What follows belongs to an exercise in optimizing a design on an open flow for small area, a short achievable clock period and few clock cycles per item; a production flow would make more cautious choices.
The RTL was checked by simulation tests, not by an equivalence proof against the original design.
Power figures rest on the tool's default switching activity, not on a simulated workload.

===== flow/design.v =====
`default_nettype none
package rau_pkg;
  localparam logic [2:0] OP_ADD = 3'd0;
  localparam logic [2:0] OP_SUB = 3'd1;
  localparam logic [2:0] OP_MUL = 3'd2;
  localparam logic [2:0] OP_DIV = 3'd3;
  localparam logic [1:0] ST_OK   = 2'd0;
  localparam logic [1:0] ST_ZDEN = 2'd1;
  localparam logic [1:0] ST_OVF  = 2'd2;
  localparam logic [1:0] K_GCD  = 2'd0;   
  localparam logic [1:0] K_ZDEN = 2'd1;   
  localparam logic [1:0] K_ZNUM = 2'd2;   
  localparam logic [1:0] K_CMP  = 2'd3;   
  localparam int XW = 63;   
  localparam int MW = 31;   
endpackage
`default_nettype wire
`default_nettype none
module rau_mul_step (
  input  wire logic [31:0] a,
  input  wire logic [7:0]  b8,
  input  wire logic [32:0] as,
  input  wire logic [32:0] ac,
  input  wire logic        cin,    
  output logic [7:0]       ls8,
  output logic [7:0]       lc8,
  output logic [32:0]      ns,
  output logic [32:0]      nc
);
  function automatic logic [81:0] csa(input logic [40:0] x, input logic [40:0] y,
                                      input logic [40:0] z);
    logic [40:0] s, c;
    s = x ^ y ^ z;
    c = ((x & y) | (x & z) | (y & z)) << 1;
    csa = {s, c};
  endfunction
  logic [40:0] pp0, pp1, pp2, pp3, pp4, pp5, pp6, pp7, ra, rc;
  assign pp0 = {9'd0, a & {32{b8[0]}}};
  assign pp1 = {8'd0, a & {32{b8[1]}}, cin};
  assign pp2 = {7'd0, a & {32{b8[2]}}, 2'd0};
  assign pp3 = {6'd0, a & {32{b8[3]}}, 3'd0};
  assign pp4 = {5'd0, a & {32{b8[4]}}, 4'd0};
  assign pp5 = {4'd0, a & {32{b8[5]}}, 5'd0};
  assign pp6 = {3'd0, a & {32{b8[6]}}, 6'd0};
  assign pp7 = {2'd0, a & {32{b8[7]}}, 7'd0};
  assign ra  = {8'd0, as};
  assign rc  = {8'd0, ac};
  logic [40:0] s1, c1, s2, c2, s3, c3, s4, c4, s5, c5, s6, c6, s7, c7, s8, c8;
  assign {s1, c1} = csa(pp0, pp1, pp2);
  assign {s2, c2} = csa(pp3, pp4, pp5);
  assign {s3, c3} = csa(pp6, pp7, ra);
  assign {s4, c4} = csa(s1, c1, s2);
  assign {s5, c5} = csa(c2, s3, c3);
  assign {s6, c6} = csa(s4, c4, s5);
  assign {s7, c7} = csa(s6, c6, c5);
  assign {s8, c8} = csa(s7, c7, rc);
  assign ls8 = s8[7:0];
  assign lc8 = c8[7:0];
  assign ns  = s8[40:8];
  assign nc  = c8[40:8];
endmodule
`default_nettype wire
`default_nettype none
module rau_reduce #(
  parameter int KS = 4,   
  parameter int KE = 7    
) (
  input  wire logic                   clk,
  input  wire logic                   rst_n,
  input  wire logic                   ld,        
  input  wire logic [rau_pkg::XW-1:0] ld_s,      
  input  wire logic [rau_pkg::XW-1:0] ld_t,      
  input  wire logic                   ld_cmp,    
  input  wire logic                   ld_neg,    
  input  wire logic                   ld_lt,
  input  wire logic                   ld_eq,
  input  wire logic                   ld_gt,
  output logic                        can_take,  
  input  wire logic                   out_ready,
  output logic                        out_valid,
  output logic signed [31:0]          out_res_num,
  output logic [30:0]                 out_res_den,
  output logic                        out_less,
  output logic                        out_equal,
  output logic                        out_greater,
  output logic [1:0]                  out_status
);
  logic          busy_r;
  logic [rau_pkg::XW-1:0] x_r, y_r;
  logic [rau_pkg::MW-1:0] c00_r, c01_r, c10_r, c11_r;
  logic          ovf_r, neg_r, lt_r, eq_r, gt_r;
  logic [1:0]    kind_r;
  logic [30:0]   thr_r;
  logic          out_valid_r;
  logic          pboth_r, pgt_r;    
  logic [3:0]    pj0_r, pj1_r;
  logic          pact;
  assign pact = pboth_r || (pj0_r != 4'd0) || (pj1_r != 4'd0);
  logic term, fin, out_free;
  logic below;     
  assign below    = (x_r[62:31] == '0 && (x_r[30:0] & ~thr_r) == '0) ||
                    (y_r[62:31] == '0 && (y_r[30:0] & ~thr_r) == '0);
  logic xeq;
  assign xeq      = (x_r == y_r);
  assign term     = busy_r && ((kind_r != rau_pkg::K_GCD) || ovf_r || below || (xeq && !pact));
  assign out_free = !out_valid_r;   
  assign fin      = term && out_free;
  assign can_take = !busy_r || fin;
  logic [rau_pkg::XW:0]   dxy;
  logic [rau_pkg::XW-1:0] dyx;
  logic [rau_pkg::MW:0]   sum0, sum1;
  assign dxy  = {1'b0, x_r} - {1'b0, y_r};
  assign dyx  = y_r - x_r;
  assign sum0 = {1'b0, c00_r} + {1'b0, c01_r};
  assign sum1 = {1'b0, c10_r} + {1'b0, c11_r};
  function automatic logic [3:0] ctze(input logic [KE-1:0] v);
    logic [3:0] n;
    integer i;
    n = KE;
    for (i = KE - 1; i >= 0; i = i - 1) if (v[i]) n = i;
    ctze = n;
  endfunction
  function automatic logic [3:0] ctzs(input logic [KS-1:0] v);
    logic [3:0] n;
    integer i;
    n = KS;
    for (i = KS - 1; i >= 0; i = i - 1) if (v[i]) n = i;
    ctzs = n;
  endfunction
  function automatic logic shl_ovf(input logic [rau_pkg::MW-1:0] c, input logic [3:0] j);
    logic o;
    integer i;
    o = 1'b0;
    for (i = 0; i < KE; i = i + 1) if (i < j) o = o | c[rau_pkg::MW-1-i];
    shl_ovf = o;
  endfunction
  logic [rau_pkg::XW-1:0] x_n, y_n;
  logic [rau_pkg::MW-1:0] c00_n, c01_n, c10_n, c11_n;
  logic          ovf_n;
  logic [30:0]   thr_n;
  logic [62:0]   ld_or, ld_smear;
  logic [3:0]    jb, jx, jy, jd, jx0, jy0, j0, j1;
  logic          xe, ye, both_odd, gt;
  logic [rau_pkg::XW-1:0] x_pre, y_pre, d_sh, e_sh;
  logic [rau_pkg::MW-1:0] c00_sh, c10_sh, c01_sh, c11_sh;
  logic          ovf0, ovf1;
  always_comb begin
    xe       = !x_r[0];
    ye       = !y_r[0];
    both_odd = !xe && !ye;
    gt       = !dxy[rau_pkg::XW];
    jb = ctze(x_r[KE-1:0] | y_r[KE-1:0]);
    jx = ctze(x_r[KE-1:0]);
    jy = ctze(y_r[KE-1:0]);
    jd = ctzs(dxy[KS-1:0]);
    jx0 = (xe && ye) ? jb : (xe ? jx : 4'd0);
    jy0 = (xe && ye) ? jb : ((ye && !xe) ? jy : 4'd0);
    j0 = both_odd ? jd : ((xe && !ye) ? jx : 4'd0);
    j1 = both_odd ? jd : ((ye && !xe) ? jy : 4'd0);
    x_pre  = x_r >> jx0;
    y_pre  = y_r >> jy0;
    d_sh   = dxy[rau_pkg::XW-1:0] >> jd;
    e_sh   = dyx >> jd;
    thr_n  = (xe && ye) ? (thr_r >> jb) : thr_r;
    x_n = (both_odd && gt) ? d_sh : x_pre;
    y_n = (both_odd && !gt) ? e_sh : y_pre;
  end
  always_comb begin
    c00_sh = c00_r << pj0_r;
    c10_sh = c10_r << pj0_r;
    c01_sh = c01_r << pj1_r;
    c11_sh = c11_r << pj1_r;
    ovf0   = shl_ovf(c00_r, pj0_r) || shl_ovf(c10_r, pj0_r);
    ovf1   = shl_ovf(c01_r, pj1_r) || shl_ovf(c11_r, pj1_r);
    c00_n  = (pboth_r && !pgt_r) ? sum0[rau_pkg::MW-1:0] : c00_sh;
    c10_n  = (pboth_r && !pgt_r) ? sum1[rau_pkg::MW-1:0] : c10_sh;
    c01_n  = (pboth_r && pgt_r)  ? sum0[rau_pkg::MW-1:0] : c01_sh;
    c11_n  = (pboth_r && pgt_r)  ? sum1[rau_pkg::MW-1:0] : c11_sh;
    ovf_n  = (pboth_r && (sum0[rau_pkg::MW] || sum1[rau_pkg::MW])) ||
             (pboth_r ? (pgt_r ? ovf0 : ovf1) : (ovf0 || ovf1));
  end
  assign ld_or = ld_s | ld_t;
  integer si;
  always_comb begin
    ld_smear[62] = ld_or[62];
    for (si = 61; si >= 0; si = si - 1) ld_smear[si] = ld_smear[si + 1] | ld_or[si];
  end
  always_ff @(posedge clk) begin
    if (!rst_n) begin
      busy_r <= 1'b0;
    end else if (ld) begin
      busy_r <= 1'b1;
    end else if (fin) begin
      busy_r <= 1'b0;
    end
  end
  always_ff @(posedge clk) begin
    if (ld) begin
      x_r    <= ld_s;
      y_r    <= ld_t;
      c00_r  <= rau_pkg::MW'(1);
      c01_r  <= '0;
      c10_r  <= '0;
      c11_r  <= rau_pkg::MW'(1);
      ovf_r  <= 1'b0;
      neg_r  <= ld_neg;
      lt_r   <= ld_lt;
      eq_r   <= ld_eq;
      gt_r   <= ld_gt;
      thr_r  <= ld_smear[62:32];
      pboth_r <= 1'b0;
      pgt_r   <= 1'b0;
      pj0_r   <= 4'd0;
      pj1_r   <= 4'd0;
      kind_r <= ld_cmp ? rau_pkg::K_CMP : (ld_t == '0) ? rau_pkg::K_ZDEN : (ld_s == '0) ? rau_pkg::K_ZNUM : rau_pkg::K_GCD;
    end else if (busy_r && !term) begin
      c00_r <= c00_n;
      c01_r <= c01_n;
      c10_r <= c10_n;
      c11_r <= c11_n;
      ovf_r <= ovf_n;
      if (xeq) begin
        pboth_r <= 1'b0;
        pgt_r   <= 1'b0;
        pj0_r   <= 4'd0;
        pj1_r   <= 4'd0;
      end else begin
        x_r     <= x_n;
        y_r     <= y_n;
        thr_r   <= thr_n;
        pboth_r <= both_odd;
        pgt_r   <= gt;
        pj0_r   <= j0;
        pj1_r   <= j1;
      end
    end
  end
  logic signed [31:0] num_n;
  logic [30:0]        den_n;
  logic [1:0]         st_n;
  always_comb begin
    num_n = '0;
    den_n = '0;
    st_n  = rau_pkg::ST_OK;
    unique case (kind_r)
      rau_pkg::K_ZDEN: st_n = rau_pkg::ST_ZDEN;
      rau_pkg::K_ZNUM: den_n = 31'd1;
      rau_pkg::K_CMP:  ;
      default: begin
        if (ovf_r || below || sum0[rau_pkg::MW] || sum1[rau_pkg::MW]) begin
          st_n = rau_pkg::ST_OVF;
        end else begin
          num_n = neg_r ? -{1'b0, sum0[rau_pkg::MW-1:0]} : {1'b0, sum0[rau_pkg::MW-1:0]};
          den_n = sum1[rau_pkg::MW-1:0];
        end
      end
    endcase
  end
  always_ff @(posedge clk) begin
    if (!rst_n) begin
      out_valid_r <= 1'b0;
    end else if (fin) begin
      out_valid_r <= 1'b1;
    end else if (out_ready) begin
      out_valid_r <= 1'b0;
    end
  end
  always_ff @(posedge clk) begin
    if (fin) begin
      out_res_num <= num_n;
      out_res_den <= den_n;
      out_status  <= st_n;
      out_less    <= lt_r;
      out_equal   <= eq_r;
      out_greater <= gt_r;
    end
  end
  assign out_valid = out_valid_r;
endmodule
`default_nettype wire
`default_nettype none
module rational_arithmetic_unit (
  input  wire logic               clk,
  input  wire logic               rst_n,
  input  wire logic               in_valid,
  output logic                    in_ready,
  input  wire logic [2:0]         in_op,
  input  wire logic signed [31:0] in_a_num,
  input  wire logic [30:0]        in_a_den,
  input  wire logic signed [31:0] in_b_num,
  input  wire logic [30:0]        in_b_den,
  output logic                    out_valid,
  input  wire logic               out_ready,
  output logic signed [31:0]      out_res_num,
  output logic [30:0]             out_res_den,
  output logic                    out_less,
  output logic                    out_equal,
  output logic                    out_greater,
  output logic [1:0]              out_status
);
  localparam logic [2:0] PH_L  = 3'd0;   
  localparam logic [2:0] PH_R  = 3'd1;   
  localparam logic [2:0] PH_RR = 3'd2;   
  localparam logic [2:0] PH_F  = 3'd3;   
  localparam logic [2:0] PH_T  = 3'd4;   
  localparam logic [2:0] PH_S  = 3'd5;   
  localparam logic [2:0] PH_A  = 3'd6;   
  localparam logic [1:0] RS_NONE = 2'd0;
  localparam logic [1:0] RS_L    = 2'd1;
  localparam logic [1:0] RS_T    = 2'd2;
  localparam logic [1:0] RS_S    = 2'd3;
  logic        busy_r;          
  logic [2:0]  ph_r;
  logic [1:0]  cnt_r;           
  logic        first_r;         
  logic [1:0]  rs_r;
  logic [2:0]  op_r;
  logic        sa_r, sb_r;      
  logic        nl_r, nr_r;      
  logic start;                  
  logic done_item;              
  assign done_item = busy_r && (ph_r == PH_A);
  assign start     = in_valid && (!busy_r || done_item);
  logic is_mul, is_div, is_cmp;
  assign is_mul = (op_r == rau_pkg::OP_MUL);
  assign is_div = (op_r == rau_pkg::OP_DIV);
  assign is_cmp = op_r[2];
  logic [31:0] am_in, bm_in;
  assign am_in = in_a_num ^ {32{in_a_num[31]}};
  assign bm_in = in_b_num ^ {32{in_b_num[31]}};
  logic [31:0] lo_r, lc_r, ma_r;
  logic        nega_r, negb_r;
  logic [32:0] hs_r, hc_r;
  logic [7:0]  m_ls8, m_lc8;
  logic [32:0] m_ns, m_nc;
  rau_mul_step u_mul (
    .a    (ma_r),
    .b8   (lo_r[7:0]),
    .as   (first_r ? (negb_r ? {1'b0, ma_r} : 33'd0) : hs_r),
    .ac   (first_r ? (nega_r ? {1'b0, lo_r} : 33'd0) : hc_r),
    .cin  (first_r && nega_r && negb_r),
    .ls8  (m_ls8),
    .lc8  (m_lc8),
    .ns   (m_ns),
    .nc   (m_nc)
  );
  logic [31:0] lo_fin;          
  logic [31:0] plo;             
  logic [64:0] pres;            
  assign lo_fin = {m_ls8, lo_r[31:8]};
  logic [62:0] l_r;             
  logic        st_valid_r;
  logic [62:0] st_s_r, st_t_r;
  logic        st_cmp_r, st_neg_r, st_lt_r, st_eq_r, st_gt_r;
  always_comb begin
    unique case (rs_r)
      RS_L:    plo = l_r[31:0];
      RS_T:    plo = st_t_r[31:0];
      RS_S:    plo = st_s_r[31:0];
      default: plo = lo_r;
    endcase
  end
  assign pres = {hs_r, plo} + {hc_r, lc_r};
  logic can_take, take;
  assign take = st_valid_r && can_take;
  logic stepping, last, form_now;
  assign stepping = busy_r && (ph_r == PH_L || ph_r == PH_R || ph_r == PH_T || ph_r == PH_S);
  assign last     = stepping && (cnt_r == 2'd3);
  assign form_now = busy_r && (ph_r == PH_F) && !st_valid_r;
  assign in_ready = (form_now && !is_mul) || (last && ph_r == PH_T && is_mul);
  always_ff @(posedge clk) begin
    if (!rst_n) begin
      busy_r <= 1'b0;
    end else if (start) begin
      busy_r <= 1'b1;
    end else if (done_item) begin
      busy_r <= 1'b0;
    end
  end
  always_ff @(posedge clk) begin
    if (start) begin
      op_r <= in_op;
      sa_r <= in_a_num[31];
      sb_r <= in_b_num[31];
      nl_r <= in_a_num[31] && (in_b_den != '0);
      nr_r <= in_b_num[31] && (in_a_den != '0);
    end
  end
  always_ff @(posedge clk) begin
    if (start) begin
      ph_r  <= PH_L;
      cnt_r <= 2'd0;
    end else if (stepping) begin
      cnt_r <= cnt_r + 2'd1;
      if (last) begin
        unique case (ph_r)
          PH_L:    ph_r <= PH_R;
          PH_R:    ph_r <= PH_RR;
          PH_T:    ph_r <= is_mul ? PH_S : PH_A;
          default: ph_r <= PH_A;
        endcase
      end
    end else if (ph_r == PH_RR) begin
      ph_r <= PH_F;
    end else if (form_now) begin
      ph_r <= is_cmp ? PH_A : PH_T;
    end
  end
  always_ff @(posedge clk) begin
    if (last) begin
      unique case (ph_r)
        PH_L:    rs_r <= RS_L;
        PH_T:    rs_r <= RS_T;
        PH_S:    rs_r <= RS_S;
        default: rs_r <= RS_NONE;
      endcase
    end else begin
      rs_r <= RS_NONE;
    end
  end
  always_ff @(posedge clk) begin
    if (start || (last && ph_r == PH_L) || form_now || (last && ph_r == PH_T && is_mul)) begin
      first_r <= 1'b1;
    end else if (stepping) begin
      first_r <= 1'b0;
    end
  end
  always_ff @(posedge clk) begin
    if (stepping) begin
      hs_r <= m_ns;
      hc_r <= m_nc;
      lc_r <= {m_lc8, lc_r[31:8]};
    end else if (ph_r == PH_RR) begin
      hs_r <= pres[64:32];
    end
  end
  always_ff @(posedge clk) begin
    if (start) begin
      ma_r   <= am_in;
      nega_r <= in_a_num[31];
      lo_r   <= {1'b0, in_b_den};
      negb_r <= 1'b0;
    end else if (last && ph_r == PH_L) begin
      ma_r   <= bm_in;
      nega_r <= in_b_num[31];
      lo_r   <= {1'b0, in_a_den};
      negb_r <= 1'b0;
    end else if (form_now) begin
      ma_r   <= {1'b0, in_a_den};
      nega_r <= 1'b0;
      lo_r   <= is_div ? bm_in : {1'b0, in_b_den};
      negb_r <= is_div && in_b_num[31];
    end else if (last && ph_r == PH_T && is_mul) begin
      ma_r   <= am_in;
      nega_r <= in_a_num[31];
      lo_r   <= bm_in;
      negb_r <= in_b_num[31];
    end else if (ph_r == PH_RR) begin
      lo_r <= pres[31:0];
    end else if (stepping) begin
      lo_r <= lo_fin;
    end
  end
  logic [62:0] r_mag;
  assign r_mag = {hs_r[30:0], lo_r};
  logic        nrr;          
  logic        same;
  logic [63:0] sadd;         
  logic [63:0] rml;          
  logic        l_gt_r, l_eq_r;
  logic [62:0] s_mag;
  logic        s_neg;
  logic        f_lt, f_eq, f_gt;
  assign nrr    = (op_r == rau_pkg::OP_SUB) ? !nr_r : nr_r;
  assign same   = (nl_r == nrr);
  assign sadd   = {1'b0, l_r} + ({1'b0, r_mag} ^ {64{!same}}) + {63'd0, !same};
  assign rml    = {1'b0, r_mag} - {1'b0, l_r};
  assign l_gt_r = rml[63];
  assign l_eq_r = (l_r == r_mag);
  always_comb begin
    if (same || l_gt_r || l_eq_r) begin
      s_mag = sadd[62:0];
      s_neg = nl_r;
    end else begin
      s_mag = rml[62:0];
      s_neg = nrr;
    end
    if (is_div) begin
      s_mag = l_r;
      s_neg = sa_r;
    end
    if (nl_r && !nr_r) begin
      f_lt = 1'b1; f_eq = 1'b0; f_gt = 1'b0;
    end else if (!nl_r && nr_r) begin
      f_lt = 1'b0; f_eq = 1'b0; f_gt = 1'b1;
    end else begin
      f_eq = l_eq_r;
      f_lt = nl_r ? l_gt_r : !(l_gt_r || l_eq_r);
      f_gt = nl_r ? !(l_gt_r || l_eq_r) : l_gt_r;
    end
  end
  always_ff @(posedge clk) begin
    if (last && ph_r == PH_L) l_r[31:0] <= lo_fin;
    if (rs_r == RS_L)         l_r <= pres[62:0];
    if (form_now) begin
      st_s_r   <= s_mag;
      st_cmp_r <= is_cmp;
      st_neg_r <= is_mul ? (sa_r ^ sb_r) : (s_neg ^ (is_div && sb_r));
      st_lt_r  <= f_lt;
      st_eq_r  <= f_eq;
      st_gt_r  <= f_gt;
    end
    if (last && ph_r == PH_T) st_t_r[31:0] <= lo_fin;
    if (rs_r == RS_T)         st_t_r <= pres[62:0];
    if (last && ph_r == PH_S) st_s_r[31:0] <= lo_fin;
    if (rs_r == RS_S)         st_s_r <= pres[62:0];
  end
  always_ff @(posedge clk) begin
    if (!rst_n) begin
      st_valid_r <= 1'b0;
    end else if (done_item) begin
      st_valid_r <= 1'b1;
    end else if (take) begin
      st_valid_r <= 1'b0;
    end
  end
  rau_reduce u_red (
    .clk         (clk),
    .rst_n       (rst_n),
    .ld          (take),
    .ld_s        (st_s_r),
    .ld_t        (st_t_r),
    .ld_cmp      (st_cmp_r),
    .ld_neg      (st_neg_r),
    .ld_lt       (st_lt_r),
    .ld_eq       (st_eq_r),
    .ld_gt       (st_gt_r),
    .can_take    (can_take),
    .out_ready   (out_ready),
    .out_valid   (out_valid),
    .out_res_num (out_res_num),
    .out_res_den (out_res_den),
    .out_less    (out_less),
    .out_equal   (out_equal),
    .out_greater (out_greater),
    .out_status  (out_status)
  );
endmodule
`default_nettype wire

===== flow/standard.sh =====
#!/bin/bash
# synth_recipe.tcl (not shown) runs the flow's synth.tcl, then flattens the netlist and writes it again
# the make line also repeats each setting of config.mk as NAME=value (left out here)
make -C /OpenROAD-flow-scripts/flow DESIGN_CONFIG=/design/flow/config.mk WORK_HOME=/design/flow/orfs CLKGATE_MAP_FILE= SYNTH_SCRIPT=/design/flow/synth_recipe.tcl "${@:-finish}"

===== flow/constraint.sdc =====
create_clock -name core_clock -period 11.0 [get_ports {clk}]
set_input_delay 2.2000 -clock core_clock [delete_from_list [all_inputs] [get_ports {clk}]]
set_output_delay 2.2000 -clock core_clock [all_outputs]
set_load 0.01 [all_outputs]

===== flow/flow/run.sh =====
#!/bin/bash
set -euo pipefail
sed -e 's/SETUP_SLACK_MARGIN=[0-9.]*/SETUP_SLACK_MARGIN=6.5/' standard.sh > standard_margin.sh
grep -q 'SETUP_SLACK_MARGIN=6.5' standard_margin.sh
bash standard_margin.sh > flow_make.log 2>&1

===== flow/config.mk =====
export PLATFORM = sky130hd
export DESIGN_NAME = rational_arithmetic_unit
export DESIGN_NICKNAME = rational_arithmetic_unit
export VERILOG_FILES = /design/flow/design.v
export SDC_FILE = /design/flow/constraint.sdc
export NUM_CORES = 4
export LEC_CHECK = 0
export CAP_MARGIN = 20
export CORE_MARGIN = 2
export CORE_UTILIZATION = 42
export SETUP_SLACK_MARGIN = 5
export SLEW_MARGIN = 20
export TNS_END_PERCENT = 20

==> run notes, run 1 <==
area leader, netlist edfxtp_1; Syn Area/Cell 8.06 sq um; vias in the first global route between 70000 and 80000; switching power 9.65 mW; deepest clock path buffer count 3; CTS H-Tree Depth 3; ranking of synthesized cells by area edfxtp_1, ha_1, fa_1; Worst VDD drop 0.000216 V; final instance area around 92000 sq um; CP peak stage delay 0.43 ns; Leakage Power 37.0 nW; Slew Limit Fails 0; final setup fails 0; Slew @ Worst Pin about 1.2 ns; Yosys warnings 3; sequential share of power about 21%; initial antenna violation count 12; RR Startpoint op_r[2]; CTS Root Cell clkbuf_16; DR pass1 iterations 8; total negative slack 0 ns; Switching Fraction between 40 and 50%; dominant synthesized flop cell edfxtp_1; Post-DP HPWL 278 mm; Post-synth EDFFs 588; final net count between 10000 and 15000; initial DRC count between 10000 and 15000; drt drc 0; Fillers roughly 18000; CP Launch Point op_r[2]; clk latency of the worst-skew pair 0.80 ns; Synth Instances 9791; setup slack, reg-to-reg 6.28 ns; setup slack after layout 6.28 ns; dpl ws ~4 ns; clk_skew 0.0456 ns; share of layout cells above drive strength 1 12.1%; Critical Path RT 11.55 ns; crit path kind reg2reg; CP arrival ~5.3 ns; Seq cells post-synth 735; Post-Syn Area 78900 sq um; Horiz. Die Dim 438 um; most frequent cells in the layout nand2_1, a21oi_1, nor2_1; routed vias 79500; initial core utilization 42.2%; CP max FO 5; Total GRT Usage a little over a third; hold path start u_red.lt_r; clock share of power 16.0%; grt total ovfl 0; vias per cell 6.41; Hold Fails Final Rpt 0; Die Y ~440 um; most common cell after layout, fill and taps aside nand2_1; CP max-delay cell edfxtp_1; HP Class reg2reg; placed cell area around 83000 sq um; Buf/Inv on CP 6; crit-path cells nor3b_4, buf_6, xnor2_4, xnor2_4, buf_6, buf_12, buf_16, xnor2_2, ha_1, o21a_1, o211ai_1, a31oi_4, o211ai_1, buf_4, a311oi_4, nor3b_4, buf_4, o21ai_2, a21o_1, a31oi_4, xnor2_2, mux2i_1, a31oi_1; max-cap viol count 0; FP Rows 159; Routed Antenna Nets 0; I/O Buffers approximately 200; synthesis-to-layout area growth 16.8%; crit path launch type register; post-synthesis cell type count 102; Post-Route M1 WL 150 mm; routed wl met3 36.6 mm; fmax between 0.2 and 0.25 GHz; cts hold-fix bufs 0; largest net degree at the start of global routing 95; core area around 190000 sq um; top-area cell type share of the netlist area 22.4%; Async SR Flop Fraction 0%; cell-internal power approximately 11 mW; min Tclk post-route 4.72 ns; routed len/inst 29.5 um; WL met2 159 mm; outcome complete, no violations; Total Routed Length 366 mm; CTS Buf Count 98; Comb power frac 63.4%; Period Utilization, post-route 42.9%; Placer Congestion about 0.98; Slew HR roughly a fifth; Setup crit end kind register; cell area power density 221 nW/um^2; CTS Sinks 735; RSZ-0062 raised after global routing yes; num ports slightly above 200; first-pass GRT wire length approximately 520 mm; highest routed layer met5; post-synthesis sequential area ratio 26.1%; full die area 191000 sq um; delay-heaviest family, CP compound AO/OA/AOI/OAI gates; CTS tree built; syn_nets 10600; CTS clk-pin slew, worst paths 0.06 ns
layout make-up:
type | count | area [sq um] | area share (%)
Clock inverter | 57 | 549 | 0.596
Multi-Input combinational cell | 7760 | 56900 | 61.7
Timing Repair inverter | 5 | 42.5 | 0.0461
Inverter | 636 | 2440 | 2.64
Antenna cell | 3 | 7.51 | 0.00814
Tap cell | 2495 | 3120 | 3.39
Clock buffer | 124 | 2600 | 2.82
Timing Repair Buffer | 596 | 5920 | 6.42
Sequential cell | 735 | 20600 | 22.4
state kept, by name (all words and copies together) (netlist names), 3 cells and up, named ones only:
signal             count
lc_r                  28
u_red.c10_r           31
ma_r                  31
u_red.out_res_den     31
st_t_r                63
u_red.x_r             63
u_red.c00_r           31
u_red.thr_r           31
u_red.y_r             63
u_red.c01_r           31
u_red.pj1_r            3
lo_r                  32
l_r                   63
op_r                   3
hc_r                  32
u_red.out_res_num     32
st_s_r                63
u_red.c11_r           31
u_red.pj0_r            3
hs_r                  33
logic make-up after synthesis:
family / after synthesis / share of synthesized area (%)
adder cells (fa/ha/maj): 668 / 12.9
multiplexers: 533 / 7.72
AND/OR/NAND/NOR: 3080 / 18.0
XOR/XNOR: 489 / 5.43
flip-flops: 735 / 26.1
AO/OA/AOI/OAI: 2987 / 23.6
buffers and inverters: 1299 / 6.26
routing by layer:
metal,vias to the layer above,global-route usage (%)
met5,-,0
met4,8,16.6
met3,737,7.83
met2,4458,56.0
met1,38900,49.4
li1,35400,-
per-stage QoR:
stage	hold slack, ns	total power [mW]	utilization (%)	std cells
final	0.438	20.4	49.2	12400
after global routing	0.449	21.8	49.2	12400
after CTS	0.431	19.3	47.4	12300
after detailed placement	0.418	15.5	44.4	12000
after global placement	0.409	15.5	44.4	12000
after floorplan	0.400	11.7	-	9791
power groups by stage:
stage	Clock, mW	Sequential [mW]	Combinational, mW
after floorplan	0	4.01	7.72
after global placement	0	4.27	11.2
after detailed placement	0	4.27	11.3
after CTS	3.29	4.21	11.8
after global routing	3.39	4.21	14.2
final	3.26	4.20	12.9
path summary, 6_finish.rpt:
kind,end,cells after the start
min,u_red.out_less,0
min reg2reg,u_red.out_less,0
max reg2reg,st_s_r[62],23
max,st_s_r[62],23
timing repair:
action                     4_1_cts  5_1_grt
hold endpoints to repair         0        0
resized for setup              321      447
setup endpoints to repair      804      565
gates cloned                    16        6
buffers inserted                71      150
pin swaps                       56      154
synthesized netlist by cell type, types with 174 or more instances:
master and instances:
nand2_1 1147, a21oi_1 936, nor2_1 771, o21ai_0 733, inv_1 633, edfxtp_1 588, clkbuf_1 528, mux2i_1 432
ha_1 424, xnor2_1 307, and2_1 281, fa_1 244, a211oi_1 216, a21o_1 196, xor2_1 182, nand3_1 174
Testbench counts, summed over its fixed seeds: cycles 45,001, items 2,400.
==> run 2, diff against run 1 <==
==> flow/run.sh (new file) <==
#!/bin/bash
# synth_recipe.tcl (not shown) runs the flow's synth.tcl, then flattens the netlist and writes it again
# the make line also repeats each setting of config.mk as NAME=value (left out here)
make -C /OpenROAD-flow-scripts/flow DESIGN_CONFIG=/design/flow/config.mk WORK_HOME=/design/flow/orfs CLKGATE_MAP_FILE= SYNTH_SCRIPT=/design/flow/synth_recipe.tcl finish
--- a/flow/config.mk
+++ b/flow/config.mk
@@ -7,7 +7,7 @@
 export LEC_CHECK = 0
 export CAP_MARGIN = 20
 export CORE_MARGIN = 2
-export CORE_UTILIZATION = 42
+export CORE_UTILIZATION = 35
 export SETUP_SLACK_MARGIN = 5
 export SLEW_MARGIN = 20
 export TNS_END_PERCENT = 20
removed: flow/flow/run.sh
removed: flow/standard.sh
==> run 2 against run 1 <==
Against the previous run: still clean on timing, DRC and antenna; non-clock buffer count down 235; sequential share of layout area up 1.2 points; final area down 5.2%; clock power up about 10%; count of clock-buffer cells in the layout down 16; global-route usage down 6.6 points; critical endpoint is now u_red.x_r[51].
==> run notes, run 2 <==
outcome complete, no violations; grt total ovfl 0; Period Utilization, post-route 55.3%; initial core utilization 35.2%; CTS tree built; Slew HR 15.9%; Post-Syn Area a little under 80000 sq um; Post-DP HPWL 279 mm; HP Class reg2reg; routed len/inst 28.2 um; register area 20600 sq um; hold path start st_neg_r; FP Rows 174; ranking of synthesized cells by area edfxtp_1, ha_1, fa_1; Slew @ Worst Pin 1.25 ns; Syn Area/Cell around 8 sq um; max-cap viol count 0; Horiz. Die Dim around 480 um; most frequent cells in the layout nand2_1, a21oi_1, nor2_1; Seq cells post-synth between 700 and 800; cell area power density approximately 220 nW/um^2; final net count 10400; dominant synthesized flop cell edfxtp_1; final instance area between 80000 and 90000 sq um; post-synthesis sequential area ratio 26.1%; Yosys warnings 3; Leakage Power between 30 and 40 nW; num ports 203; area leader, netlist edfxtp_1; highest routed layer met5; Async SR Flop Fraction 0%; Post-Route M1 WL 150 mm; most frequent cell after synthesis nand2_1; full die area around 230000 sq um; Reg-to-Reg End u_red.x_r[51]; reg2reg path depth 17; most common cell after layout, fill and taps aside nand2_1; vias per cell about 6.2; final setup fails 0; worst hold margin 0.421 ns; fmax 0.164 GHz; CTS clk-pin slew, worst paths 0.06 ns; initial antenna violation count 16; Hold Fails Final Rpt 0; DR pass1 iterations 9; cts hold-fix bufs 0; Setup crit end kind register; crit path kind reg2reg; hold path depth 0; I/O Buffers between 200 and 250; Total Routed Length 357 mm; drt drc 0; Slew Limit Fails 0; CP max FO 33; largest net degree at the start of global routing 153; RR Startpoint u_red.y_r[1]; WL met2 151 mm; CTS Buf Count a little under 100; synthesis-to-layout area growth 10.7%; share of layout cells above drive strength 1 5.79%; deepest clock path buffer count 3; first-pass GRT wire length 516 mm; clk_skew 0.0726 ns; core area 224000 sq um; Placer Congestion between 1 and 1.5; CTS H-Tree Depth 3; routed wl met3 35.4 mm; Total GRT Usage between 20 and 30%; min Tclk post-route 6.08 ns; Routed Antenna Nets 0; Fillers 22800; Worst VDD drop 0.000203 V; CTS Sinks 735; CTS Root Cell clkbuf_16; post-synthesis cell type count about 100; worst hold path endpoint u_red.neg_r; initial DRC count 10600; setup slack, reg-to-reg 4.92 ns; Post-synth EDFFs 588; crit path launch type register; multi-input logic area 53800 sq um; CP arrival 6.55 ns; syn_nets between 10000 and 15000; total negative slack 0 ns; clk latency of the worst-skew pair approximately 0.80 ns; top-area cell type share of the netlist area 22.4%; Die Y 479 um; placed cell area 83600 sq um; Synth Instances 9791; vias in the first global route 74500; list of most frequent post-synthesis cells nand2_1, a21oi_1, nor2_1; routed vias 78600; Critical Path RT about 11 ns; RSZ-0062 raised after global routing yes
-- run 2: timing repair --
item,4_1_cts,5_1_grt
setup buffers,2,1
setup endpoints to repair,244,119
pin swaps,1,1
gates resized for setup,12,14
-- run 2: final cells by class --
class,count,area share [%]
multi-input combinational,7757,61.5
sequential,735,23.6
tap,2992,4.28
timing repair buffer,361,3.72
clock buffer,108,2.88
inverter,636,2.77
clock inverter,74,1.20
antenna,9,0.0258
-- run 2: critical path: stages, from the launching register on --
cell and delay, ns:
edfxtp_1 0.49, inv_1 0.31, ha_1 0.35, o21bai_1 0.21, a21oi_1 0.09, buf_4 0.16, o211ai_1 0.32, a21oi_1 0.19
buf_4 0.21, a211o_1 0.51, a21oi_1 0.42, o31a_1 0.43, o21a_1 0.16, buf_4 0.42, nand2_1 0.15, buf_4 0.29
nor2_1 0.66, a221oi_1 0.30
-- run 2: layer usage --
metal	track usage (%)	up-vias
li1	-	34900
met3	5.74	760
met1	41.3	38500
met5	0	-
met4	15.0	14
met2	44.6	4499
-- run 2: power by group --
part / switching [mW] / internal [mW] / leakage, nW / total (mW)
Clock: 1.50 / 2.10 / 1.69 / 3.60
Combinational: 7.40 / 4.31 / 26.8 / 11.7
Sequential: 0.378 / 3.83 / 6.54 / 4.20
-- run 2: through the flow --
| step | setup WS, ns | power, mW | util (%) | cells |
|---|---|---|---|---|
| floorplan | 4.86 | 11.7 | - | 9791 |
| global placement | 3.97 | 15.4 | 37.3 | 12500 |
| detailed placement | 3.89 | 15.6 | 37.3 | 12500 |
| CTS | 4.91 | 19.2 | 38.9 | 12700 |
| global route | 4.86 | 20.8 | 38.9 | 12700 |
| finish | 4.92 | 19.5 | 38.9 | 12700 |
-- run 2: cell families (layout without fill, tap and decap cells) --
| group | count (synthesis) | after routing | synth area share (%) |
|---|---|---|---|
| adders and majority gates | 668 | 668 | 12.9 |
| other | 0 | 9 | 0 |
| muxes | 533 | 533 | 7.72 |
| buffers and inverters | 1299 | 1179 | 6.26 |
| AOI/OAI and AO/OA | 2987 | 2987 | 23.6 |
| DFF | 735 | 735 | 26.1 |
| and+or+nand+nor | 3080 | 3080 | 18.0 |
| xor gates and xnor gates | 489 | 489 | 5.43 |
-- run 2: worst max path at each step --
stage,start,end
final,u_red.y_r[1],u_red.x_r[51]
after CTS,op_r[2],st_s_r[62]
after global placement,u_red.y_r[0],u_red.y_r[41]
after global routing,ph_r[1],in_ready
after detailed placement,u_red.y_r[0],u_red.x_r[37]
after floorplan,u_red.x_r[44],u_red.x_r[10]
==> run 3, diff against run 2 <==
--- a/flow/design.v
+++ b/flow/design.v
@@ -94,15 +94,13 @@
   logic          out_valid_r;
   logic          pboth_r, pgt_r;    
   logic [3:0]    pj0_r, pj1_r;
-  logic          pact;
-  assign pact = pboth_r || (pj0_r != 4'd0) || (pj1_r != 4'd0);
   logic term, fin, out_free;
   logic below;     
-  assign below    = (x_r[62:31] == '0 && (x_r[30:0] & ~thr_r) == '0) ||
+  logic xz;        
+  assign xz       = (x_r == '0);
+  assign below    = (!xz && x_r[62:31] == '0 && (x_r[30:0] & ~thr_r) == '0) ||
                     (y_r[62:31] == '0 && (y_r[30:0] & ~thr_r) == '0);
-  logic xeq;
-  assign xeq      = (x_r == y_r);
-  assign term     = busy_r && ((kind_r != rau_pkg::K_GCD) || ovf_r || below || (xeq && !pact));
+  assign term     = busy_r && ((kind_r != rau_pkg::K_GCD) || ovf_r || below || xz);
   assign out_free = !out_valid_r;   
   assign fin      = term && out_free;
   assign can_take = !busy_r || fin;
@@ -218,21 +216,14 @@
       c01_r <= c01_n;
       c10_r <= c10_n;
       c11_r <= c11_n;
-      ovf_r <= ovf_n;
-      if (xeq) begin
-        pboth_r <= 1'b0;
-        pgt_r   <= 1'b0;
-        pj0_r   <= 4'd0;
-        pj1_r   <= 4'd0;
-      end else begin
-        x_r     <= x_n;
-        y_r     <= y_n;
-        thr_r   <= thr_n;
-        pboth_r <= both_odd;
-        pgt_r   <= gt;
-        pj0_r   <= j0;
-        pj1_r   <= j1;
-      end
+      ovf_r   <= ovf_n;
+      x_r     <= x_n;
+      y_r     <= y_n;
+      thr_r   <= thr_n;
+      pboth_r <= both_odd;
+      pgt_r   <= gt;
+      pj0_r   <= j0;
+      pj1_r   <= j1;
     end
   end
   logic signed [31:0] num_n;
==> flow/flow/run.sh (new file) <==
#!/bin/bash
set -euo pipefail
sed -e 's/SETUP_SLACK_MARGIN=[0-9.]*/SETUP_SLACK_MARGIN=6.0/' standard.sh > standard_margin.sh
grep -q 'SETUP_SLACK_MARGIN=6.0' standard_margin.sh
bash standard_margin.sh > flow_make.log 2>&1
==> flow/standard.sh (new file) <==
#!/bin/bash
# synth_recipe.tcl (not shown) runs the flow's synth.tcl, then flattens the netlist and writes it again
# the make line also repeats each setting of config.mk as NAME=value (left out here)
make -C /OpenROAD-flow-scripts/flow DESIGN_CONFIG=/design/flow/config.mk WORK_HOME=/design/flow/orfs CLKGATE_MAP_FILE= SYNTH_SCRIPT=/design/flow/synth_recipe.tcl "${@:-finish}"
--- a/flow/config.mk
+++ b/flow/config.mk
@@ -10,4 +10,3 @@
 export CORE_UTILIZATION = 35
 export SETUP_SLACK_MARGIN = 5
 export SLEW_MARGIN = 20
-export TNS_END_PERCENT = 20
removed: flow/run.sh
==> run 3 against run 2 <==
Against the previous run: still clean on timing, DRC and antenna; die area up 0.41%; routed wire length down 3.2%; total power down 3.5%; critical endpoint is now u_red.y_r[22].
==> run notes, run 3 <==
outcome complete, no violations; Total GRT Usage roughly 29%; routed len/inst around 27 um; I/O Buffers between 200 and 250; syn_nets between 10000 and 15000; Post-Syn Area 79300 sq um; Seq cells post-synth 735; RR Startpoint u_red.y_r[4]; setup slack, reg-to-reg 5.91 ns; Synth Instances a little under 10000; Async SR Flop Fraction 0%; post-synthesis sequential area ratio 26.0%; DR pass1 iterations 8; cts hold-fix bufs 0; Post-synth EDFFs 588; first-pass GRT wire length 500 mm; Critical Path RT 11.48 ns; vias per cell 6.18; Yosys warnings 3; top-area cell type share of the netlist area 22.3%; Syn Area/Cell 8.21 sq um; CTS Sinks 735; grt total ovfl 0; vias in the first global route 74000; Setup crit end kind register; initial DRC count 9812; CP max FO 7; num ports between 200 and 250; worst hold margin roughly 0.43 ns; initial core utilization 35.2%; hold path start u_red.lt_r; Routed Antenna Nets 0; Horiz. Die Dim 480 um; most frequent cells in the layout nand2_1, a21oi_1, o21ai_0; Leakage Power approximately 35 nW; Core Util, Final between 30 and 40%; max-cap viol count 0; ranking of synthesized cells by area edfxtp_1, ha_1, mux2i_1; clk latency of the worst-skew pair 0.77 ns; Slew Limit Fails 0; CP arrival 5.57 ns; CP max-delay cell a211oi_1; crit path launch type register; Placer Congestion 1.02; Hold Fails Final Rpt 0; CTS clk-pin slew, worst paths 0.06 ns; clk_skew 0.0375 ns; drt drc 0; crit-path most repeated cell a211oi_1; Post-DP HPWL 266 mm; hold path depth 0; final net count 10300; HP Class reg2reg; crit path kind reg2reg; full die area roughly 230000 sq um; Worst VDD drop about 0.00019 V; most frequent cell after synthesis nand2_1; reg2reg path depth 13; CP Launch Point u_red.y_r[4]; deepest clock path buffer count 3; initial antenna violation count 13; area leader, netlist edfxtp_1; dpl ws 4.22 ns; list of most frequent post-synthesis cells nand2_1, a21oi_1, o21ai_0; total negative slack 0 ns; CTS Buf Count 94; Die Y between 400 and 500 um; post-synthesis cell type count 100; CTS tree built; Fillers ~23000; CTS H-Tree Depth 3; setup slack after layout between 5 and 6 ns; final setup fails 0; core area 225000 sq um; FP Rows about 170; CTS Root Cell clkbuf_16; cell area power density 212 nW/um^2; dominant synthesized flop cell edfxtp_1; synthesis-to-layout area growth 12.3%; most common cell after layout, fill and taps aside nand2_1; Period Utilization, post-route 46.3%; worst hold path endpoint u_red.out_less; RSZ-0062 raised after global routing yes; min Tclk post-route 5.09 ns; largest net degree at the start of global routing 145; CP peak stage delay 0.72 ns; Slew @ Worst Pin 1.17 ns; share of layout cells above drive strength 1 under 10%; Slew HR 22.0%; Reg-to-Reg End u_red.y_r[22]; Total Routed Length 346 mm; fmax 0.196 GHz; routed vias 77800; crit-path cells inv_1, ha_1, nor2b_1, a211o_1, o21a_1, nor4b_1, o21ai_2, o21ai_2, a211oi_1, a211oi_1, a211oi_1, a21oi_1, a21oi_1
[run 3: layer usage]
layer	track usage (%)	part of all wire (%)
met4	11.7	4.7
met3	6.02	11
met2	43.3	43
met1	39.7	42
met5	0	0.032
[run 3: cells by family (layout without fill, tap and decap cells)]
kind of cell    after synthesis  count (layout)  synth area share (%)
compound gates             2919            2921                  23.2
simple gates               2911            2912                  17.4
buf+inv                    1308            1253                  6.27
flops                       735             735                  26.0
fa+ha+maj                   667             667                  12.8
mux                         631             631                  8.99
xor+xnor                    484             484                  5.37
other cells                   0               2                     0
[run 3: metrics by stage]
stage	std cells	power (mW)	area, sq um
2_1_floorplan	9655	11.3	79300
3_3_place_gp	12400	14.8	84000
3_5_place_dp	12400	14.9	84000
4_1_cts	12600	18.5	88100
5_1_grt	12600	20.2	89000
6_report	12600	18.8	89000
[run 3: worst max-delay path, delay by kind of cell, from the launching register on]
kind / cells / cell delay (ns)
buffers and inverters: 1 / 0.15
AND/OR/NAND/NOR: 2 / 0.71
adder cells (fa/ha/maj): 1 / 0.56
flip-flops: 1 / 0.51
AO/OA/AOI/OAI: 9 / 2.87
[run 3: area by class of cell]
| type | instances | area (sq um) | area share [%] |
|---|---|---|---|
| Multi-Input combinational cell | 7615 | 54800 | 61.6 |
| Sequential cell | 735 | 20600 | 23.2 |
| Timing Repair Buffer | 417 | 3970 | 4.46 |
| Tap cell | 2992 | 3740 | 4.21 |
| Inverter | 657 | 2510 | 2.82 |
| Clock buffer | 111 | 2500 | 2.81 |
| Clock inverter | 66 | 785 | 0.882 |
| Timing Repair inverter | 2 | 13.8 | 0.0155 |
| Antenna cell | 2 | 5.00 | 0.00562 |
[run 3: worst max path at each step]
stage	to	slack [ns]	depth (start not counted)
finish	u_red.y_r[22]	5.91	13
global placement	st_s_r[58]	4.25	17
detailed placement	st_s_r[58]	4.22	17
floorplan	hs_r[27]	6.04	17
global route	u_red.x_r[3]	5.80	14
CTS	st_s_r[58]	5.90	18
[run 3: power by group]
part	internal, mW	leakage (nW)	total [mW]	switching, mW
sequential	3.79	6.64	4.11	0.320
combinational	4.33	27.1	11.4	7.02
clock	1.96	1.57	3.38	1.41
total	10.1	35.3	18.8	8.76
[run 3: repair_timing]
action	CTS	global route
buffers inserted	18	36
pin swaps	14	13
cloned	7	3
endpoints found under the setup margin	475	291
gates resized for setup	118	100
Testbench counts of run 3, summed over its fixed seeds: cycles 45,001, items 2,400.
==> run 4, diff against run 3 <==
==> flow/flow/run.sh (replaced) <==
#!/bin/bash
set -euo pipefail
sed -e 's/SETUP_SLACK_MARGIN=[0-9.]*/SETUP_SLACK_MARGIN=6.5/' standard.sh > standard_margin.sh
grep -q 'SETUP_SLACK_MARGIN=6.5' standard_margin.sh
bash standard_margin.sh > flow_make.log 2>&1
--- a/flow/config.mk
+++ b/flow/config.mk
@@ -10,3 +10,4 @@
 export CORE_UTILIZATION = 35
 export SETUP_SLACK_MARGIN = 5
 export SLEW_MARGIN = 20
+export TNS_END_PERCENT = 20
==> run 4 against run 3 <==
Against the previous run: still clean; first-iteration DRC count is 7.5% higher; utilization increased by 0.96 points; routed wire length hardly changed; final area increased by 2.4%; die area did not move; count of clock-buffer cells in the layout grew 4; setup slack improved by 0.36 ns; critical endpoint is now st_s_r[58]; largest cell class unchanged; highest routed layer unchanged.
==> run notes, run 4 <==
vias in the first global route 73400; first-pass GRT wire length 497 mm; CP arrival 5.24 ns; CTS tree built; cell area power density 213 nW/um^2; grt total ovfl 0; routed vias 78600; Total Routed Length between 300 and 400 mm; most common cell after layout, fill and taps aside nand2_1; Die Y around 480 um; Period Utilization, post-route between 40% and 50%; reg2reg path depth 20; initial core utilization 35.2%; CP peak stage delay ~0.60 ns; xor and xnor area share after synthesis 5.37%; Seq cells post-synth around 740; final net count 10400; synthesis-to-layout area growth 15.0%; GR peak layer met2; Levels on crit path 20; crit path launch type register; CTS Sinks ~740; largest net degree at the start of global routing 220; Setup crit end kind register; share of layout cells above drive strength 1 around a tenth; crit-path cells xnor2_4, buf_6, xor2_4, buf_12, buf_8, buf_4, xnor2_1, ha_1, o21ai_1, a211oi_4, nor3_4, or4_4, a211oi_4, buf_6, o21ai_4, a21oi_2, xnor2_1, nor2_1, a211o_1, a22o_1; global-route met2 utilization between 40% and 50%; FP Rows 174; CTS H-Tree Depth 3; Post-synth EDFFs 588; vias per cell 6.19; Critical Path RT approximately 12 ns; CTS Buf Count 94; main combinational cell family by area after synthesis compound AO/OA/AOI/OAI gates; drt drc 0; fmax 0.212 GHz; outcome complete, no violations; worst hold margin 0.416 ns; Placer Congestion between 1 and 1.5; HP Class reg2reg; area leader, netlist edfxtp_1; post-synthesis sequential area ratio 26.0%; full die area roughly 230000 sq um; CP max-delay cell or4_4; Buf/Inv on CP 5; Post-Syn Area between 70000 and 80000 sq um; hold path depth 0; Synth Instances 9655; DR pass1 iterations 6; dominant synthesized flop cell edfxtp_1; most frequent cell after synthesis nand2_1; Simple-Gate Fraction of Synth Area approximately 17%; final setup fails 0; num ports 203; global routing usage on met3 approximately 5.4%; min Tclk post-route 4.73 ns; Slew Limit Fails 0; CTS Root Cell clkbuf_16; post-synthesis compound-gate area fraction 23.2%; Leakage Power about 36 nW; Yosys warnings 3; clk_skew 0.0603 ns; Post-DP HPWL 263 mm; total negative slack 0 ns; post-synthesis mux area share between 8 and 9%; Horiz. Die Dim 480 um; post-synthesis cell type count 100; Slew HR 12.9%; max-cap viol count 0; clk latency of the worst-skew pair 0.78 ns; Slew @ Worst Pin 1.29 ns; Tot Pwr 19.4 mW; CTS clk-pin slew, worst paths 0.06 ns; Async SR Flop Fraction 0%; Syn Area/Cell 8.21 sq um; Worst VDD drop 0.000238 V; ranking of synthesized cells by area edfxtp_1, ha_1, mux2i_1; CP max FO 7; initial DRC count between 10000 and 15000; I/O Buffers 202; initial antenna violation count 19; Synth Area in Adders about an eighth; grt met1 use about two fifths; delay-heaviest family, CP compound AO/OA/AOI/OAI gates; core area about 220000 sq um; most frequent cells in the layout nand2_1, a21oi_1, o21ai_0; Total GRT Usage 28.6%; deepest clock path buffer count 3; list of most frequent post-synthesis cells nand2_1, a21oi_1, o21ai_0; crit path kind reg2reg; Hold Fails Final Rpt 0; routed len/inst approximately 27 um; RSZ-0062 raised after global routing yes; top-area cell type share of the netlist area 22.3%; syn_nets 10500; Routed Antenna Nets 0
-- run 4: cell counts after synthesis --
No cell type changed its count.
-- run 4: where the power goes --
group	switching (mW)	internal (mW)	total, mW	leakage [nW]
sequential	0.334	3.79	4.12	6.64
combinational	7.30	4.58	11.9	27.8
clock	1.41	1.97	3.38	1.57
total	9.05	10.3	19.4	36.0
-- run 4: area by class of cell --
cell class / instances / area, sq um
multi-input combinational: 7621 / 56100
clock inverter: 61 / 769
fill: 22400 / 134000
clock buffer: 115 / 2490
timing repair inverter: 1 / 8.76
inverter: 657 / 2490
antenna: 7 / 17.5
sequential: 735 / 20600
timing repair buffer: 513 / 4850
tap: 2992 / 3740
-- run 4: routing by layer --
| layer | up-vias | share of wire (%) |
|---|---|---|
| met4 | 18 | 5.2 |
| met2 | 4613 | 42 |
| met5 | - | 0.036 |
| met1 | 38300 | 42 |
| met3 | 725 | 11 |
| li1 | 34900 | - |
-- run 4: kinds of logic (layout without fill, tap and decap cells) --
group / Yosys count / count (layout)
xor gates and xnor gates: 484 / 485
buffers and inverters: 1308 / 1347
DFF: 735 / 735
adders and majority gates: 667 / 667
muxes: 631 / 631
other: 0 / 7
AOI/OAI and AO/OA: 2919 / 2923
and+or+nand+nor: 2911 / 2915
-- run 4: what timing repair did --
action / in CTS / in global routing
hold buffers: 0 / 0
pin swaps: 67 / 69
cloned: 9 / 6
endpoints found under the setup margin: 627 / 385
buffers inserted: 93 / 63
resized for setup: 305 / 222
-- run 4: metrics by stage --
step	setup WS, ns	area [sq um]	std cells	util [%]
CTS	6.32	89600	12600	39.8
finish	6.27	91100	12700	40.5
floorplan	6.26	79300	9655	-
global route	6.19	91100	12700	40.5
global placement	4.38	83900	12300	37.3
detailed placement	4.56	83900	12300	37.3
-- run 4: worst paths after layout --
check	from	end	slack, ns
worst max register to register	nl_r	st_s_r[58]	6.27
worst max-delay path	nl_r	st_s_r[58]	6.27
worst min-delay path	st_eq_r	u_red.eq_r	0.42
worst min register to register	st_eq_r	u_red.eq_r	0.42

==> re-timing with driven ports <==
The results above use ideal ports. As a check the final layouts listed here were re-extracted and re-timed, cells and wires unchanged. Step 1 sets driving cells, clkbuf_16 on the clock port and buf_2 on the other inputs (assumed; they add their load-dependent delay and slew). Step 2 times the ports against the registers' clock, not the clock port: input delays grow and output delays shrink by t, the midpoint of the rising clock arrivals with the driver on. Slacks: ideal ports / drivers / drivers and shift; pairs: ideal ports / drivers.
run	t, ns	setup WS [ns]	hold WS [ns]
run 1	0.863	6.282 / 6.282 / 5.750	0.438 / 0.438 / 0.438
run 2	0.869	4.918 / 4.906 / 4.918	0.421 / 0.421 / 0.421
run 3	0.837	5.909 / 5.909 / 5.768	0.434 / 0.434 / 0.434
run 4	0.845	6.273 / 6.211 / 5.940	0.416 / 0.416 / 0.416
After both steps setup and hold are still met in every run listed. For run 1, which loses most, drivers alone change the setup slack by 0.000 ns; drivers and shift together by -0.532 ns.
